This design comes from an exercise in tuning for small area, a short achievable clock period and few clock cycles on the open sky130 flow, not from production work.
At most, simulation tests tie the RTL to the original design; equivalence was not proved.

Setup of run M:
Design cnn_conv_top, start of the top module:
module cnn_conv_top (
    input  logic        clk,
    input  logic        reset,
    input  logic        pix_valid,
    output logic        pix_ready,
    input  logic [7:0]  pix_byte,
    output logic        out_valid,
    input  logic        out_ready,
    output logic [15:0] out_data,
    output logic [2:0]  out_channel,
    output logic        out_last
);
    localparam int IMG   = 28;
    localparam int DEPTH = 2 * IMG + 2;
    logic [7:0]         in_q;       
    logic [DEPTH*8-1:0] sr;         
    logic [4:0]         row;        
    logic [4:0]         col;
    logic               busy;       
    logic [2:0]         cc;         
    logic [5:0]         oh;         
    logic               win_last;   
    logic               s1v;        
    logic               hold;       
    logic               hold_last;
    logic [2:0]         oc;         
    logic               ov;         
    logic take, issue, adv_out, s1_take, feed, is_win, busy_nx;
    logic [7:0] q_new;
    assign q_new = 8'(({1'b0, pix_byte} + 9'd1) >> 1);
    assign take    = pix_valid && pix_ready;
    assign adv_out = !ov || out_ready;
    assign issue   = adv_out && ((oc[2] && oc[1]) ? hold : s1v);
    assign s1_take = issue && !(oc[2] && oc[1]);
    assign feed    = busy && (!s1v || s1_take);
    assign is_win  = (row >= 5'd2) && (col >= 5'd2);
    assign busy_nx = take ? is_win : (busy && !(feed && cc == 3'd5));
    always_ff @(posedge clk) begin
  ...
For scale: about 2,100 cells after synthesis, ~720 flip-flops, ~34 I/O pins.
==> flow/config.mk <==
export PLATFORM = sky130hd
export DESIGN_NAME = cnn_conv_top
export DESIGN_NICKNAME = cnn_conv_top
export VERILOG_FILES = /design/flow/design.v
export SDC_FILE = /design/flow/constraint.sdc
export NUM_CORES = 4
export LEC_CHECK = 0
export CAP_MARGIN = 20
export CORE_MARGIN = 2
export CORE_UTILIZATION = 50
export CTS_CLUSTER_DIAMETER = 90
export CTS_CLUSTER_SIZE = 26
export SLEW_MARGIN = 20
==> flow/constraint.sdc <==
create_clock -name core_clock -period 9.0 [get_ports {clk}]
set_input_delay 1.8000 -clock core_clock [delete_from_list [all_inputs] [get_ports {clk}]]
set_output_delay 1.8000 -clock core_clock [all_outputs]
set_load 0.01 [all_outputs]
standard.sh (not shown) runs the stock make flow with config.mk's settings and CLKGATE_MAP_FILE= SYNTH_SCRIPT=/design/flow/synth_recipe.tcl, a recipe that flattens the netlist after the stock synthesis.
==> flow/flow/run.sh <==
#!/bin/bash
set -o pipefail
cp standard.sh standard.sh.txt
export SETUP_SLACK_MARGIN=6.3
bash standard.sh > standard.log 2>&1
--- input diff run M..run P ---
-- flow/design.v --
<<< run M, line 13
);
    localparam int IMG   = 28;
    localparam int DEPTH = 2 * IMG + 2;
    logic [7:0]         in_q;       
    logic [DEPTH*8-1:0] sr;         
    logic [4:0]         row;        
>>> run P, line 13
);
    localparam int IMG   = 28;
    localparam int DEPTH = 2 * IMG + 3;
    logic [7:0]         in_byte;    
    logic               in_full;
    logic [DEPTH*8-1:0] sr;         
    logic [4:0]         row;        
<<< run M, line 27
    logic [2:0]         oc;         
    logic               ov;         
    logic take, issue, adv_out, s1_take, feed, is_win, busy_nx;
    logic [7:0] q_new;
    assign q_new = 8'(({1'b0, pix_byte} + 9'd1) >> 1);
    assign take    = pix_valid && pix_ready;
    assign adv_out = !ov || out_ready;
>>> run P, line 28
    logic [2:0]         oc;         
    logic               ov;         
    logic take, push, issue, adv_out, s1_take, feed, is_win, full_nx, busy_nx;
    logic [7:0] q_new;
    assign q_new = 8'(({1'b0, in_byte} + 9'd1) >> 1);
    assign take    = pix_valid && pix_ready;
    assign adv_out = !ov || out_ready;
<<< run M, line 35
    assign s1_take = issue && !(oc[2] && oc[1]);
    assign feed    = busy && (!s1v || s1_take);
    assign is_win  = (row >= 5'd2) && (col >= 5'd2);
    assign busy_nx = take ? is_win : (busy && !(feed && cc == 3'd5));
    always_ff @(posedge clk) begin
        if (take) begin
            in_q <= q_new;
            sr   <= {sr[(DEPTH-1)*8-1:0], in_q};
        end
    end
    always_ff @(posedge clk) begin
        if (reset) begin
            pix_ready <= 1'b1;
            busy      <= 1'b0;
>>> run P, line 36
    assign s1_take = issue && !(oc[2] && oc[1]);
    assign feed    = busy && (!s1v || s1_take);
    assign push    = in_full && !busy;
    assign is_win  = (row >= 5'd2) && (col >= 5'd2);
    assign full_nx = take || (in_full && !push);
    assign busy_nx = push ? is_win : (busy && !(feed && cc == 3'd5));
    always_ff @(posedge clk) begin
        if (!in_full || push) in_byte <= pix_byte;
        if (push) sr <= {sr[(DEPTH-1)*8-1:0], q_new};
    end
    always_ff @(posedge clk) begin
        if (reset) begin
            in_full   <= 1'b0;
            pix_ready <= 1'b1;
            busy      <= 1'b0;
<<< run M, line 55
            col       <= 5'd0;
        end else begin
            busy      <= busy_nx;
            pix_ready <= !busy_nx;
            s1v       <= feed || (s1v && !s1_take);
            if (issue) oc <= oc + 3'd1;
            if (issue && oc == 3'd7) hold <= 1'b0;
            if (feed && cc == 3'd5)  hold <= 1'b1;
            if (take) begin
                cc <= 3'd0;
                oh <= 6'd1;
>>> run P, line 57
            col       <= 5'd0;
        end else begin
            in_full   <= full_nx;
            busy      <= busy_nx;
            pix_ready <= !full_nx || !busy_nx;
            s1v       <= feed || (s1v && !s1_take);
            if (issue) oc <= oc + 3'd1;
            if (issue && oc == 3'd7) hold <= 1'b0;
            if (feed && cc == 3'd5)  hold <= 1'b1;
            if (push) begin
                cc <= 3'd0;
                oh <= 6'd1;
<<< run M, line 77
    end
    always_ff @(posedge clk) begin
        if (take) win_last <= (row == 5'(IMG - 1)) && (col == 5'(IMG - 1));
        if (feed && cc == 3'd5) hold_last <= win_last;
    end
    logic [7:0] a, b, c, d, e, f, g, h, i;
    assign a = sr[57*8 +: 8];
    assign b = sr[56*8 +: 8];
    assign c = sr[55*8 +: 8];
    assign d = sr[29*8 +: 8];
    assign e = sr[28*8 +: 8];
    assign f = sr[27*8 +: 8];
    assign g = sr[1*8 +: 8];
    assign h = sr[0*8 +: 8];
    assign i = in_q;
    logic [8:0]         r1_sa, r1_sb, r1_sc, r1_sd;
    logic signed [8:0]  r1_pn, r1_q4, r1_un, r1_vn6;  
>>> run P, line 80
    end
    always_ff @(posedge clk) begin
        if (push) win_last <= (row == 5'(IMG - 1)) && (col == 5'(IMG - 1));
        if (feed && cc == 3'd5) hold_last <= win_last;
    end
    logic [7:0] a, b, c, d, e, f, g, h, i;
    assign a = sr[58*8 +: 8];
    assign b = sr[57*8 +: 8];
    assign c = sr[56*8 +: 8];
    assign d = sr[30*8 +: 8];
    assign e = sr[29*8 +: 8];
    assign f = sr[28*8 +: 8];
    assign g = sr[2*8 +: 8];
    assign h = sr[1*8 +: 8];
    assign i = sr[0*8 +: 8];
    logic [8:0]         r1_sa, r1_sb, r1_sc, r1_sd;
    logic signed [8:0]  r1_pn, r1_q4, r1_un, r1_vn6;  
### Flow results
Run P vs. run M: non-clock buffer count went down by 19%. Run P against run M; count of placed standard cells in the final layout, fillers left out is down by a few percent. Going from run M to run P, the sequential cell area share was found to have gone up by 2.1 points. The lower worst hold-check slack of run M and run P is in run P. Summary — number of vias after detailed routing, run P relative to run M: lower, by about 4.6%.
Testbench counts of run P, summed over its fixed seeds: cycles 43,940.
Only the layout flow was run in run M; the RTL was not checked for function there.

-- separate check: timing with driven ports --
In the flow no input, the clock included, has a driving cell. The finished layouts below were timed again as built, in two steps.
Step 1, drivers: a clkbuf_16 drives clk and a buf_2 each remaining input, both assumed.
Step 2 adds t to the input delays and takes it off the output delays; t is the mean of the earliest and latest rising clock arrival at the registers after step 1. Input paths then give back, and output paths get back, about the clock's delay inside the block.
Slacks: no drivers / after step 1 / after step 2; pairs: no drivers / after step 1.
| run | t (ns) | setup WS [ns] | cell pins on the clock port's net |
|---|---|---|---|
| run M | 0.625 | 6.099 / 6.043 / 5.725 | 1 |
| run P | 0.631 | 6.107 / 6.050 / 5.945 | 1 |
After both steps every run listed still meets setup and hold. The setup slack of run M, which loses most, moves by -0.056 ns with the drivers and by -0.374 ns with both steps.
